This is an optimization exercise on Yosys and OpenROAD, whose aim is small area, a short achievable clock period and few clock cycles per item, not a production implementation. Only simulation tests tie the RTL to the original design; equivalence was not proved.

==> run a <==
Design rational_add_mul_reduce, start of the top module:
module rational_add_mul_reduce (
  input  logic               clk_i,
  input  logic               rst_ni,
  input  logic               in_valid_i,
  output logic               in_stall_o,
  input  logic signed [15:0] first_num_i,
  input  logic signed [15:0] first_den_i,
  input  logic signed [15:0] second_num_i,
  input  logic signed [15:0] second_den_i,
  output logic               out_valid_o,
  input  logic               out_stall_i,
  output logic signed [15:0] reduced_num_o,
  output logic signed [15:0] reduced_den_o,
  output logic signed [31:0] sum_num_o,
  output logic signed [30:0] sum_den_o,
  output logic signed [30:0] prod_num_o,
  output logic signed [30:0] prod_den_o,
  output logic               reduce_undefined_o,
  output logic               sum_undefined_o,
  output logic               prod_undefined_o
);
clock: 11.0 ns
lec_check: 0
cap_margin: 20
core_margin: 2
core_utilization: 50
slew_margin: 20
standard.sh (not shown) runs the stock make flow with config.mk's settings and CLKGATE_MAP_FILE= SYNTH_SCRIPT=/design/flow/synth_recipe.tcl, a recipe that flattens the netlist after the stock synthesis.
==> flow/flow/run.sh <==
#!/bin/bash
set -euo pipefail
bash standard.sh SETUP_SLACK_MARGIN=7 finish > make_finish.log 2>&1
==> run b: changes against run a <==
--- a/flow/design.v
+++ b/flow/design.v
@@ -84,25 +84,30 @@
   assign s_fin  = st_q[ramr_pkg::FIN];
   assign s_mul  = st_q[ramr_pkg::MUL];
   assign s_t1   = st_q[ramr_pkg::T1];
   assign s_c1   = st_q[ramr_pkg::C1];
   assign s_c2   = st_q[ramr_pkg::C2];
   assign s_c3   = st_q[ramr_pkg::C3];
   assign s_out  = st_q[ramr_pkg::OUT];
-  logic bc_q, bc_d, m_add;
-  assign m_add = s_mul & ((b_q[1:0] != 2'b00) | bc_q) & ~(b_q[1] & b_q[0] & bc_q);
-  logic ga_q, gb_q, xs_q, xt_q, two_q;
+  logic bc_q, bc_d, m_add, m_sh1, m_bc;
+  logic [1:0] m_n4;
+  assign m_n4  = b_q[1:0] + {1'b0, bc_q};
+  assign m_add = s_mul & m_n4[0];
+  assign m_sh1 = (m_n4 == 2'd2);
+  assign m_bc  = (m_n4 == 2'd3) | ((m_n4 == 2'd0) & b_q[1] & b_q[0] & bc_q) |
+                 ((m_n4 == 2'd2) & b_q[0] & bc_q);
+  logic ga_q, xs_q, xt_q;
   assign sub_s = xs_q;
   assign sub_t = xt_q;
   assign gate_a = ga_q;
-  assign gate_b = gb_q;
+  assign gate_b = 1'b0;
   assign sa_op = gate_a ? '0 : sa_q;
   assign ta_op = gate_a ? '0 : ta_q;
-  assign sb_op = gate_b ? '0 : two_q ? {sb_q[30:0], 1'b0} : sb_q;
-  assign tb_op = gate_b ? '0 : two_q ? {tb_q[31:0], 1'b0} : tb_q;
+  assign sb_op = gate_b ? '0 : sb_q;
+  assign tb_op = gate_b ? '0 : tb_q;
   assign ss = sa_op + (sb_op ^ {32{sub_s}}) + {31'd0, sub_s};
   assign tt = ta_op + (tb_op ^ {33{sub_t}}) + {32'd0, sub_t};
   logic f_g1, f_gp, f_gs;
   assign f_g1 = s_fin & (gi_q == ramr_pkg::G_FIRST);
   assign f_gp = s_fin & (gi_q == ramr_pkg::G_PROD);
   assign f_gs = s_fin & (gi_q == ramr_pkg::G_SUM);
   logic e_end, e_up, e_up2, e_act, e_dn, e_sw, e_add;
@@ -112,52 +117,54 @@
   assign e_act = s_euc & ~(up_q & (bz | ge2));   
   assign e_dn  = e_act & ~jz_q;
   assign e_sw  = e_act & jz_q;
   assign e_add = e_dn & ge;
   logic r_zero;
   assign r_zero = ge ? (a_q == b_q) : (a_q == '0);
   logic ld_init;    
+  logic init_nz;    
   assign ld_init = s_abs | s_c3 | f_gp;
+  assign init_nz = s_abs ? (rn_q != '0) : s_c3 ? (sa_q != '0) : (pn_q != '0);
   logic a_d1, a_b, a_abs, a_sa, a_pn;
   assign a_d1  = e_add;
   assign a_b   = e_sw | s_c1;
   assign a_abs = s_abs | f_g1;
   assign a_sa  = s_t1 | s_c3;
   assign a_pn  = f_gp;
   logic b_shl2, b_shl, b_shr, b_d1, b_a, b_abs, b_pd;
   assign b_shl2 = e_up2;
   assign b_shl = e_up;
-  assign b_shr = e_dn;
+  assign b_shr = e_dn | (s_mul & m_sh1);
   logic b_shr2;
-  assign b_shr2 = s_mul;
+  assign b_shr2 = s_mul & ~m_sh1;
   assign b_d1  = (e_sw & ge) | (s_c2 & b_q[31]);
   assign b_a   = (e_sw & ~ge) | s_t1 | s_c1;
   assign b_abs = s_abs | f_g1;
   assign b_pd  = f_gp;
   logic sa_ss, sa_sb, sa_one, sa_zero;
   assign sa_ss   = e_add | m_add | s_c2 | f_gs;
-  assign sa_sb   = e_sw | s_c1;
+  assign sa_sb   = e_sw;
   assign sa_one  = ld_init;
-  assign sa_zero = f_g1 | s_t1;
+  assign sa_zero = f_g1 | s_t1 | s_c1;
   logic sb_shl2, sb_shl, sb_shr, sb_ss, sb_sa, sb_zero, sb_bd, sb_bn;
-  assign sb_shl2 = e_up2 | s_mul;
-  assign sb_shl  = e_up;
+  assign sb_shl2 = e_up2 | (s_mul & ~m_sh1);
+  assign sb_shl  = e_up | (s_mul & m_sh1);
   assign sb_shr  = e_dn;
   assign sb_ss   = e_sw & ge;
   assign sb_sa   = (e_sw & ~ge) | s_c1;
   assign sb_zero = ld_init;
   assign sb_bd   = f_g1;
   assign sb_bn   = s_t1;
   logic ta_tt, ta_tb, ta_zero;
   assign ta_tt   = e_add | m_add | f_gs;
-  assign ta_tb   = e_sw | s_c1;
-  assign ta_zero = ld_init | f_g1;
+  assign ta_tb   = e_sw;
+  assign ta_zero = ld_init | f_g1 | s_c1;
   logic tb_shl2, tb_shl, tb_shr, tb_tt, tb_ta, tb_one, tb_bn, tb_bd;
-  assign tb_shl2 = e_up2 | s_mul;
-  assign tb_shl = e_up;
+  assign tb_shl2 = e_up2 | (s_mul & ~m_sh1);
+  assign tb_shl = e_up | (s_mul & m_sh1);
   assign tb_shr = e_dn;
   assign tb_tt  = e_sw & ge;
   assign tb_ta  = (e_sw & ~ge) | s_c1;
   assign tb_one = ld_init;
   assign tb_bn  = f_g1;
   assign tb_bd  = s_t1;
   logic [31:0] sext_bn, sext_bd;
@@ -199,15 +206,15 @@
     else if (ta_zero) ta_d = '0;
     tb_d = tb_q;
     if (tb_shl2) tb_d = {tb_q[30:0], 2'b0};
     else if (tb_shl) tb_d = {tb_q[31:0], 1'b0};
     else if (tb_shr)   tb_d = {1'b0, tb_q[32:1]};
     else if (tb_tt)    tb_d = tt;
     else if (tb_ta)    tb_d = ta_q;
-    else if (tb_one)   tb_d = 33'd1;
+    else if (tb_one)   tb_d = {32'd0, init_nz};
     else if (tb_bn)    tb_d = {sext_bn[31], sext_bn};
     else if (tb_bd)    tb_d = {sext_bd[31], sext_bd};
   end
   always_comb begin
     rn_d = rn_q; rd_d = rd_q; pn_d = pn_q; pd_d = pd_q;
     ru_d = ru_q; pu_d = pu_q; su_d = su_q;
     if (s_idle) begin
@@ -297,16 +304,16 @@
           gi_d = ramr_pkg::G_SUM;
           st_d[ramr_pkg::EUC] = 1'b1;
         end
         default: st_d[ramr_pkg::OUT] = 1'b1;
       endcase
     end
     if (s_mul) begin
-      bc_d = b_q[1];
-      if ((b_q[31:2] == '0) && !b_q[1]) begin
+      bc_d = m_bc;
+      if (((m_sh1 ? b_q[31:1] : {1'b0, b_q[31:2]}) == '0) && !m_bc) begin
         if (pass_q) st_d[ramr_pkg::C1] = 1'b1;
         else        st_d[ramr_pkg::T1] = 1'b1;
       end else begin
         st_d[ramr_pkg::MUL] = 1'b1;
       end
     end
     if (s_t1) begin
@@ -336,37 +343,35 @@
       jz_d = 1'b1;
       up_d = 1'b1;
       k_d  = 1'b0;
       subs_d = 1'b0;
       subt_d = 1'b0;
     end
   end
-  logic [1:0] nb;
-  logic       nbc, nsgn, n_neg, n_two;
+  logic [1:0] nb, nn4;
+  logic       nbc, nsgn, n_neg;
   always_comb begin
     if (s_mul) begin
-      nb   = b_q[3:2];
-      nbc  = b_q[1];
+      nb   = m_sh1 ? b_q[2:1] : b_q[3:2];
+      nbc  = m_bc;
       nsgn = pass_q ? sx_q : sy_q;
     end else if (s_t1) begin
       nb   = a_q[1:0];
       nbc  = 1'b0;
       nsgn = sx_q;
     end else begin
       nb   = absy[1:0];
       nbc  = 1'b0;
       nsgn = sy_q;
     end
   end
-  assign n_neg = nb[1] & ~(nb[0] & nbc);
-  assign n_two = ((nb == 2'b01) & nbc) | ((nb == 2'b10) & ~nbc);
+  assign nn4   = nb + {1'b0, nbc};
+  assign n_neg = (nn4 == 2'd3);
   always_ff @(posedge clk_i) begin
-    ga_q  <= st_d[ramr_pkg::FIN] | st_d[ramr_pkg::C2];
-    gb_q  <= st_d[ramr_pkg::FIN] & (a_q == '0) & ~e_sw;
-    two_q <= st_d[ramr_pkg::MUL] & n_two;
+    ga_q  <= st_d[ramr_pkg::FIN];
     xs_q  <= st_d[ramr_pkg::MUL] ? (nsgn ^ n_neg) :
              st_d[ramr_pkg::C2]  ? sa_q[31] :
              st_d[ramr_pkg::FIN] & subs_d;
     xt_q  <= st_d[ramr_pkg::MUL] ? (nsgn ^ n_neg) :
              st_d[ramr_pkg::C2]  ? ta_q[32] :
              st_d[ramr_pkg::FIN] & subt_d;
   end
==> flow/flow/run.sh (replaced) <==
#!/bin/bash
set -euo pipefail
bash standard.sh SETUP_SLACK_MARGIN=7 \
  "BUFFER_PORTS_ARGS=-buffer_cell sky130_fd_sc_hd__buf_4" finish > make_finish.log 2>&1
Settings changed: CORE_UTILIZATION 50 to 60.
==> run c: changes against run a <==
--- a/flow/design.v
+++ b/flow/design.v
@@ -84,25 +84,30 @@
   assign s_fin  = st_q[ramr_pkg::FIN];
   assign s_mul  = st_q[ramr_pkg::MUL];
   assign s_t1   = st_q[ramr_pkg::T1];
   assign s_c1   = st_q[ramr_pkg::C1];
   assign s_c2   = st_q[ramr_pkg::C2];
   assign s_c3   = st_q[ramr_pkg::C3];
   assign s_out  = st_q[ramr_pkg::OUT];
-  logic bc_q, bc_d, m_add;
-  assign m_add = s_mul & ((b_q[1:0] != 2'b00) | bc_q) & ~(b_q[1] & b_q[0] & bc_q);
-  logic ga_q, gb_q, xs_q, xt_q, two_q;
+  logic bc_q, bc_d, m_add, m_sh1, m_bc;
+  logic [1:0] m_n4;
+  assign m_n4  = b_q[1:0] + {1'b0, bc_q};
+  assign m_add = s_mul & m_n4[0];
+  assign m_sh1 = (m_n4 == 2'd2);
+  assign m_bc  = (m_n4 == 2'd3) | ((m_n4 == 2'd0) & b_q[1] & b_q[0] & bc_q) |
+                 ((m_n4 == 2'd2) & b_q[0] & bc_q);
+  logic ga_q, xs_q, xt_q;
   assign sub_s = xs_q;
   assign sub_t = xt_q;
   assign gate_a = ga_q;
-  assign gate_b = gb_q;
+  assign gate_b = 1'b0;
   assign sa_op = gate_a ? '0 : sa_q;
   assign ta_op = gate_a ? '0 : ta_q;
-  assign sb_op = gate_b ? '0 : two_q ? {sb_q[30:0], 1'b0} : sb_q;
-  assign tb_op = gate_b ? '0 : two_q ? {tb_q[31:0], 1'b0} : tb_q;
+  assign sb_op = gate_b ? '0 : sb_q;
+  assign tb_op = gate_b ? '0 : tb_q;
   assign ss = sa_op + (sb_op ^ {32{sub_s}}) + {31'd0, sub_s};
   assign tt = ta_op + (tb_op ^ {33{sub_t}}) + {32'd0, sub_t};
   logic f_g1, f_gp, f_gs;
   assign f_g1 = s_fin & (gi_q == ramr_pkg::G_FIRST);
   assign f_gp = s_fin & (gi_q == ramr_pkg::G_PROD);
   assign f_gs = s_fin & (gi_q == ramr_pkg::G_SUM);
   logic e_end, e_up, e_up2, e_act, e_dn, e_sw, e_add;
@@ -112,52 +117,54 @@
   assign e_act = s_euc & ~(up_q & (bz | ge2));   
   assign e_dn  = e_act & ~jz_q;
   assign e_sw  = e_act & jz_q;
   assign e_add = e_dn & ge;
   logic r_zero;
   assign r_zero = ge ? (a_q == b_q) : (a_q == '0);
   logic ld_init;    
+  logic init_nz;    
   assign ld_init = s_abs | s_c3 | f_gp;
+  assign init_nz = s_abs ? (rn_q != '0) : s_c3 ? (sa_q != '0) : (pn_q != '0);
   logic a_d1, a_b, a_abs, a_sa, a_pn;
   assign a_d1  = e_add;
   assign a_b   = e_sw | s_c1;
   assign a_abs = s_abs | f_g1;
   assign a_sa  = s_t1 | s_c3;
   assign a_pn  = f_gp;
   logic b_shl2, b_shl, b_shr, b_d1, b_a, b_abs, b_pd;
   assign b_shl2 = e_up2;
   assign b_shl = e_up;
-  assign b_shr = e_dn;
+  assign b_shr = e_dn | (s_mul & m_sh1);
   logic b_shr2;
-  assign b_shr2 = s_mul;
+  assign b_shr2 = s_mul & ~m_sh1;
   assign b_d1  = (e_sw & ge) | (s_c2 & b_q[31]);
   assign b_a   = (e_sw & ~ge) | s_t1 | s_c1;
   assign b_abs = s_abs | f_g1;
   assign b_pd  = f_gp;
   logic sa_ss, sa_sb, sa_one, sa_zero;
   assign sa_ss   = e_add | m_add | s_c2 | f_gs;
-  assign sa_sb   = e_sw | s_c1;
+  assign sa_sb   = e_sw;
   assign sa_one  = ld_init;
-  assign sa_zero = f_g1 | s_t1;
+  assign sa_zero = f_g1 | s_t1 | s_c1;
   logic sb_shl2, sb_shl, sb_shr, sb_ss, sb_sa, sb_zero, sb_bd, sb_bn;
-  assign sb_shl2 = e_up2 | s_mul;
-  assign sb_shl  = e_up;
+  assign sb_shl2 = e_up2 | (s_mul & ~m_sh1);
+  assign sb_shl  = e_up | (s_mul & m_sh1);
   assign sb_shr  = e_dn;
   assign sb_ss   = e_sw & ge;
   assign sb_sa   = (e_sw & ~ge) | s_c1;
   assign sb_zero = ld_init;
   assign sb_bd   = f_g1;
   assign sb_bn   = s_t1;
   logic ta_tt, ta_tb, ta_zero;
   assign ta_tt   = e_add | m_add | f_gs;
-  assign ta_tb   = e_sw | s_c1;
-  assign ta_zero = ld_init | f_g1;
+  assign ta_tb   = e_sw;
+  assign ta_zero = ld_init | f_g1 | s_c1;
   logic tb_shl2, tb_shl, tb_shr, tb_tt, tb_ta, tb_one, tb_bn, tb_bd;
-  assign tb_shl2 = e_up2 | s_mul;
-  assign tb_shl = e_up;
+  assign tb_shl2 = e_up2 | (s_mul & ~m_sh1);
+  assign tb_shl = e_up | (s_mul & m_sh1);
   assign tb_shr = e_dn;
   assign tb_tt  = e_sw & ge;
   assign tb_ta  = (e_sw & ~ge) | s_c1;
   assign tb_one = ld_init;
   assign tb_bn  = f_g1;
   assign tb_bd  = s_t1;
   logic [31:0] sext_bn, sext_bd;
@@ -199,15 +206,15 @@
     else if (ta_zero) ta_d = '0;
     tb_d = tb_q;
     if (tb_shl2) tb_d = {tb_q[30:0], 2'b0};
     else if (tb_shl) tb_d = {tb_q[31:0], 1'b0};
     else if (tb_shr)   tb_d = {1'b0, tb_q[32:1]};
     else if (tb_tt)    tb_d = tt;
     else if (tb_ta)    tb_d = ta_q;
-    else if (tb_one)   tb_d = 33'd1;
+    else if (tb_one)   tb_d = {32'd0, init_nz};
     else if (tb_bn)    tb_d = {sext_bn[31], sext_bn};
     else if (tb_bd)    tb_d = {sext_bd[31], sext_bd};
   end
   always_comb begin
     rn_d = rn_q; rd_d = rd_q; pn_d = pn_q; pd_d = pd_q;
     ru_d = ru_q; pu_d = pu_q; su_d = su_q;
     if (s_idle) begin
@@ -297,16 +304,16 @@
           gi_d = ramr_pkg::G_SUM;
           st_d[ramr_pkg::EUC] = 1'b1;
         end
         default: st_d[ramr_pkg::OUT] = 1'b1;
       endcase
     end
     if (s_mul) begin
-      bc_d = b_q[1];
-      if ((b_q[31:2] == '0) && !b_q[1]) begin
+      bc_d = m_bc;
+      if (((m_sh1 ? b_q[31:1] : {1'b0, b_q[31:2]}) == '0) && !m_bc) begin
         if (pass_q) st_d[ramr_pkg::C1] = 1'b1;
         else        st_d[ramr_pkg::T1] = 1'b1;
       end else begin
         st_d[ramr_pkg::MUL] = 1'b1;
       end
     end
     if (s_t1) begin
@@ -336,37 +343,35 @@
       jz_d = 1'b1;
       up_d = 1'b1;
       k_d  = 1'b0;
       subs_d = 1'b0;
       subt_d = 1'b0;
     end
   end
-  logic [1:0] nb;
-  logic       nbc, nsgn, n_neg, n_two;
+  logic [1:0] nb, nn4;
+  logic       nbc, nsgn, n_neg;
   always_comb begin
     if (s_mul) begin
-      nb   = b_q[3:2];
-      nbc  = b_q[1];
+      nb   = m_sh1 ? b_q[2:1] : b_q[3:2];
+      nbc  = m_bc;
       nsgn = pass_q ? sx_q : sy_q;
     end else if (s_t1) begin
       nb   = a_q[1:0];
       nbc  = 1'b0;
       nsgn = sx_q;
     end else begin
       nb   = absy[1:0];
       nbc  = 1'b0;
       nsgn = sy_q;
     end
   end
-  assign n_neg = nb[1] & ~(nb[0] & nbc);
-  assign n_two = ((nb == 2'b01) & nbc) | ((nb == 2'b10) & ~nbc);
+  assign nn4   = nb + {1'b0, nbc};
+  assign n_neg = (nn4 == 2'd3);
   always_ff @(posedge clk_i) begin
-    ga_q  <= st_d[ramr_pkg::FIN] | st_d[ramr_pkg::C2];
-    gb_q  <= st_d[ramr_pkg::FIN] & (a_q == '0) & ~e_sw;
-    two_q <= st_d[ramr_pkg::MUL] & n_two;
+    ga_q  <= st_d[ramr_pkg::FIN];
     xs_q  <= st_d[ramr_pkg::MUL] ? (nsgn ^ n_neg) :
              st_d[ramr_pkg::C2]  ? sa_q[31] :
              st_d[ramr_pkg::FIN] & subs_d;
     xt_q  <= st_d[ramr_pkg::MUL] ? (nsgn ^ n_neg) :
              st_d[ramr_pkg::C2]  ? ta_q[32] :
              st_d[ramr_pkg::FIN] & subt_d;
   end
==> flow/flow/run.sh (replaced) <==
#!/bin/bash
set -euo pipefail
bash standard.sh SETUP_SLACK_MARGIN=7 \
  "BUFFER_PORTS_ARGS=-buffer_cell sky130_fd_sc_hd__buf_1" finish > make_finish.log 2>&1
==> run d: changes against run a <==
--- a/flow/design.v
+++ b/flow/design.v
@@ -84,41 +84,40 @@
   assign s_fin  = st_q[ramr_pkg::FIN];
   assign s_mul  = st_q[ramr_pkg::MUL];
   assign s_t1   = st_q[ramr_pkg::T1];
   assign s_c1   = st_q[ramr_pkg::C1];
   assign s_c2   = st_q[ramr_pkg::C2];
   assign s_c3   = st_q[ramr_pkg::C3];
   assign s_out  = st_q[ramr_pkg::OUT];
-  logic bc_q, bc_d, m_add;
+  logic bc_q, bc_d, m_neg, m_two, m_add;
   assign m_add = s_mul & ((b_q[1:0] != 2'b00) | bc_q) & ~(b_q[1] & b_q[0] & bc_q);
-  logic ga_q, gb_q, xs_q, xt_q, two_q;
-  assign sub_s = xs_q;
-  assign sub_t = xt_q;
-  assign gate_a = ga_q;
-  assign gate_b = gb_q;
+  assign m_neg = b_q[1] & ~(b_q[0] & bc_q);
+  assign m_two = ((b_q[1:0] == 2'b01) & bc_q) | ((b_q[1:0] == 2'b10) & ~bc_q);
+  assign sub_s  = s_c2 ? sb_q[31] : (subs_q ^ (s_mul & m_neg));
+  assign sub_t  = s_c2 ? tb_q[32] : (subt_q ^ (s_mul & m_neg));
+  assign gate_a = st_q[ramr_pkg::FIN] | st_q[ramr_pkg::C2];
+  assign gate_b = st_q[ramr_pkg::FIN] & az_q;
   assign sa_op = gate_a ? '0 : sa_q;
   assign ta_op = gate_a ? '0 : ta_q;
-  assign sb_op = gate_b ? '0 : two_q ? {sb_q[30:0], 1'b0} : sb_q;
-  assign tb_op = gate_b ? '0 : two_q ? {tb_q[31:0], 1'b0} : tb_q;
+  assign sb_op = gate_b ? '0 : (s_mul & m_two) ? {sb_q[30:0], 1'b0} : sb_q;
+  assign tb_op = gate_b ? '0 : (s_mul & m_two) ? {tb_q[31:0], 1'b0} : tb_q;
   assign ss = sa_op + (sb_op ^ {32{sub_s}}) + {31'd0, sub_s};
   assign tt = ta_op + (tb_op ^ {33{sub_t}}) + {32'd0, sub_t};
   logic f_g1, f_gp, f_gs;
   assign f_g1 = s_fin & (gi_q == ramr_pkg::G_FIRST);
   assign f_gp = s_fin & (gi_q == ramr_pkg::G_PROD);
   assign f_gs = s_fin & (gi_q == ramr_pkg::G_SUM);
   logic e_end, e_up, e_up2, e_act, e_dn, e_sw, e_add;
   assign e_end = s_euc & up_q & bz;
   assign e_up2 = s_euc & up_q & ~bz & ge4;
   assign e_up  = s_euc & up_q & ~bz & ge2 & ~ge4;
   assign e_act = s_euc & ~(up_q & (bz | ge2));   
   assign e_dn  = e_act & ~jz_q;
   assign e_sw  = e_act & jz_q;
   assign e_add = e_dn & ge;
-  logic r_zero;
-  assign r_zero = ge ? (a_q == b_q) : (a_q == '0);
   logic ld_init;    
   assign ld_init = s_abs | s_c3 | f_gp;
   logic a_d1, a_b, a_abs, a_sa, a_pn;
   assign a_d1  = e_add;
   assign a_b   = e_sw | s_c1;
   assign a_abs = s_abs | f_g1;
   assign a_sa  = s_t1 | s_c3;
@@ -254,18 +253,14 @@
       st_d[ramr_pkg::EUC] = 1'b1;
     end
     if (s_euc) begin
       if (e_end) begin
         subs_d = ~k_q & (sx_q ^ sy_q);
         subt_d =  k_q & (sx_q ^ sy_q);
         st_d[ramr_pkg::FIN] = 1'b1;
-      end else if (e_sw & r_zero) begin
-        subs_d =  k_q & (sx_q ^ sy_q);
-        subt_d = ~k_q & (sx_q ^ sy_q);
-        st_d[ramr_pkg::FIN] = 1'b1;
       end else begin
         st_d[ramr_pkg::EUC] = 1'b1;
       end
       if (e_up) begin
         j_d  = j_q + 5'd1;
         jz_d = 1'b0;
       end
@@ -336,44 +331,14 @@
       jz_d = 1'b1;
       up_d = 1'b1;
       k_d  = 1'b0;
       subs_d = 1'b0;
       subt_d = 1'b0;
     end
   end
-  logic [1:0] nb;
-  logic       nbc, nsgn, n_neg, n_two;
-  always_comb begin
-    if (s_mul) begin
-      nb   = b_q[3:2];
-      nbc  = b_q[1];
-      nsgn = pass_q ? sx_q : sy_q;
-    end else if (s_t1) begin
-      nb   = a_q[1:0];
-      nbc  = 1'b0;
-      nsgn = sx_q;
-    end else begin
-      nb   = absy[1:0];
-      nbc  = 1'b0;
-      nsgn = sy_q;
-    end
-  end
-  assign n_neg = nb[1] & ~(nb[0] & nbc);
-  assign n_two = ((nb == 2'b01) & nbc) | ((nb == 2'b10) & ~nbc);
-  always_ff @(posedge clk_i) begin
-    ga_q  <= st_d[ramr_pkg::FIN] | st_d[ramr_pkg::C2];
-    gb_q  <= st_d[ramr_pkg::FIN] & (a_q == '0) & ~e_sw;
-    two_q <= st_d[ramr_pkg::MUL] & n_two;
-    xs_q  <= st_d[ramr_pkg::MUL] ? (nsgn ^ n_neg) :
-             st_d[ramr_pkg::C2]  ? sa_q[31] :
-             st_d[ramr_pkg::FIN] & subs_d;
-    xt_q  <= st_d[ramr_pkg::MUL] ? (nsgn ^ n_neg) :
-             st_d[ramr_pkg::C2]  ? ta_q[32] :
-             st_d[ramr_pkg::FIN] & subt_d;
-  end
   always_ff @(posedge clk_i or negedge rst_ni) begin
     if (!rst_ni) begin
       st_q <= ramr_pkg::NST'(1) << ramr_pkg::IDLE;
     end else begin
       st_q <= st_d;
     end
   end
@@ -381,15 +346,15 @@
     gi_q   <= gi_d;
     a_q    <= a_d;   b_q  <= b_d;
     sa_q   <= sa_d;  sb_q <= sb_d;
     ta_q   <= ta_d;  tb_q <= tb_d;
     j_q    <= j_d;   jz_q <= jz_d; up_q <= up_d; k_q <= k_d; pass_q <= pass_d;
     sx_q   <= sx_d;  sy_q <= sy_d; ssn_q <= ssn_d; ssd_q <= ssd_d;
     subs_q <= subs_d; subt_q <= subt_d; bc_q <= bc_d;
-    az_q   <= (a_q == '0) & ~e_sw;
+    az_q   <= (a_q == '0);
     rn_q   <= rn_d;  rd_q <= rd_d; pn_q <= pn_d; pd_q <= pd_d;
     ru_q   <= ru_d;  pu_q <= pu_d; su_q <= su_d;
   end
   assign in_stall_o         = ~s_idle;
   assign out_valid_o        = s_out;
   assign reduced_num_o      = rn_q;
   assign reduced_den_o      = rd_q;
==> flow/run.sh (new file) <==
#!/bin/bash
# synth_recipe.tcl (not shown) runs the flow's synth.tcl, then flattens the netlist and writes it again
# the make line also repeats each setting of config.mk as NAME=value (left out here)
make -C /OpenROAD-flow-scripts/flow DESIGN_CONFIG=/design/flow/config.mk WORK_HOME=/design/flow/orfs CLKGATE_MAP_FILE= SYNTH_SCRIPT=/design/flow/synth_recipe.tcl finish
Settings changed: CORE_UTILIZATION 50 to 65.
removed: flow/flow/run.sh
removed: flow/standard.sh
==> qor.txt <==
GLOBAL ROUTING
------------------------------------------------------------------------------------
Pin count of the biggest net entering global routing                              93
Met1 track demand over resource                                                58.3%

SYNTHESIS
------------------------------------------------------------------------------------
Parity-gate share of the synthesized area counting xor and xnor cells          6.00%
Post-Syn Area per Cell                                                      8.45 um2

RUN STATUS
------------------------------------------------------------------------------------
Status                                                                  complete, no violations

DIE
------------------------------------------------------------------------------------
Full die area                                                             0.0472 mm2

DRT
------------------------------------------------------------------------------------
Via total after detailed routing                                              28,944

STA
------------------------------------------------------------------------------------
Period utilisation layout                                                      36.6%

CLOCK NETWORK
------------------------------------------------------------------------------------
Post-CTS Setup Bufs                                                               52
CTS buffer count                                                                  40

FINISH
------------------------------------------------------------------------------------
Repair and plain buffers                                                         409
Multi-input logic portion of the cell area                                     51.9%
Number of antenna diodes                                                           0

PLACEMENT
------------------------------------------------------------------------------------
Area of placed instances                                                  0.0286 mm2

SETUP PATH
------------------------------------------------------------------------------------
Capturing instance or port of the critical path                              b_q[15]

(the above is from run b)
==> qor.txt <==
SETUP PATH
------------------------------------------------------------------------------------
Capturing instance or port of the critical path                             tb_q[32]
Worst r2r path cells                                                              15
Slowest stage cell, crit path                                              a2111oi_4
CP startpoint kind                                                              flop

DIE
------------------------------------------------------------------------------------
Full die area                                                             0.0579 mm2
Number of cell rows                                                               86

SYNTHESIS
------------------------------------------------------------------------------------
Parity-gate share of the synthesized area counting xor and xnor cells          5.91%
Post-Syn Area per Cell                                                      8.49 um2

RUN STATUS
------------------------------------------------------------------------------------
Status                                                                  complete, no violations

CLOCK NETWORK
------------------------------------------------------------------------------------
CTS buffer count                                                                  40
Post-CTS Setup Bufs                                                               94

FINISH
------------------------------------------------------------------------------------
Number of antenna diodes                                                           2
Repair and plain buffers                                                         475

GLOBAL ROUTING
------------------------------------------------------------------------------------
Met1 track demand over resource                                                56.0%
Pin count of the biggest net entering global routing                              82

PLACEMENT
------------------------------------------------------------------------------------
Area of placed instances                                                  0.0302 mm2

DRT
------------------------------------------------------------------------------------
Via total after detailed routing                                              29,985

STA
------------------------------------------------------------------------------------
Period utilisation layout                                                      37.4%

(the above is from run a)
==> qor.txt <==
FINISH
-----------------------------------------------------------------------
Leading cell types in the layout, fill and taps excluded   nand2_1, a21oi_1, edfxtp_1, o21ai_0, clkdlybuf4s50_1
Multi-input logic portion of the cell area                        54.2%
Number of antenna diodes                                              0

SYNTHESIS
-----------------------------------------------------------------------
Fraction of registers with async set/reset                        3.12%

CLOCK NETWORK
-----------------------------------------------------------------------
Post-CTS Setup Bufs                                                   0
CTS buffer count                                                     38

RUN STATUS
-----------------------------------------------------------------------
Status                                                     complete, no violations

GLOBAL ROUTING
-----------------------------------------------------------------------
Met1 track demand over resource                                   63.0%

SETUP PATH
-----------------------------------------------------------------------
Capturing instance or port of the critical path                sb_q[18]

STA
-----------------------------------------------------------------------
Worst clock skew                                              0.0207 ns
Period utilisation layout                                         53.6%

DRT
-----------------------------------------------------------------------
Via total after detailed routing                                 28,800

(the above is from run d)
==> qor.txt <==
FINISH
------------------------------------------------------------------------------------
Post-route cell area                                                      0.0317 mm2
Number of antenna diodes                                                           4
Multi-input logic portion of the cell area                                     52.8%

RUN
------------------------------------------------------------------------------------
Maximum capacitance violations                                                     0

SETUP PATH
------------------------------------------------------------------------------------
Capturing instance or port of the critical path                              b_q[19]
CP startpoint kind                                                              flop
Crit path largest cell delay                                                 0.40 ns

PLACEMENT
------------------------------------------------------------------------------------
Area of placed instances                                                  0.0279 mm2

GLOBAL ROUTING
------------------------------------------------------------------------------------
Met1 track demand over resource                                                52.1%
Pin count of the biggest net entering global routing                              83

CLOCK NETWORK
------------------------------------------------------------------------------------
Post-CTS Setup Bufs                                                               47

SYNTHESIS
------------------------------------------------------------------------------------
Cell count after synthesis                                                     3,232
Parity-gate share of the synthesized area counting xor and xnor cells          6.00%
Post-Syn Area per Cell                                                      8.45 um2
Net count after synthesis                                                      3,465

DRT
------------------------------------------------------------------------------------
Post-detailed-routing wire length                                             120 mm
Via total after detailed routing                                              28,104

RUN STATUS
------------------------------------------------------------------------------------
Status                                                                  complete, no violations

(the above is from run c)
Testbench counts of run a, summed over its fixed seeds: cycles 258,755, items 2,400.
Testbench counts of run b, summed over its fixed seeds: cycles 262,350, items 2,400.
Testbench counts of run c, summed over its fixed seeds: cycles 262,350, items 2,400.
Testbench counts of run d, summed over its fixed seeds: cycles 265,925, items 2,400.

-- static timing again, ports no longer ideal --
In the flow no input, the clock included, has a driving cell. The finished layouts below were timed again as built, in two steps. Step 1 (the two cells are an assumption about what drives the block):
set clk [get_ports {clk_i}]
set_driving_cell -lib_cell sky130_fd_sc_hd__clkbuf_16 $clk
set_driving_cell -lib_cell sky130_fd_sc_hd__buf_2 [delete_from_list [all_inputs] $clk]
Step 2 adds t to the input delays and takes it off the output delays; t is the mean of the earliest and latest rising clock arrival at the registers after step 1. Input paths then give back, and output paths get back, about the clock's delay inside the block. Slacks: no drivers / after step 1 / after step 2; pairs: no drivers / after step 1.
run	t (ns)	setup slack, ns	pins driven straight from the clock port
run a	0.666	6.887 / 6.887 / 6.887	1
run b	0.645	6.972 / 6.972 / 6.972	1
run c	0.637	6.962 / 6.962 / 6.962	1
run d	0.627	5.099 / 5.099 / 5.099	1
After both steps setup and hold are still met in every run listed.
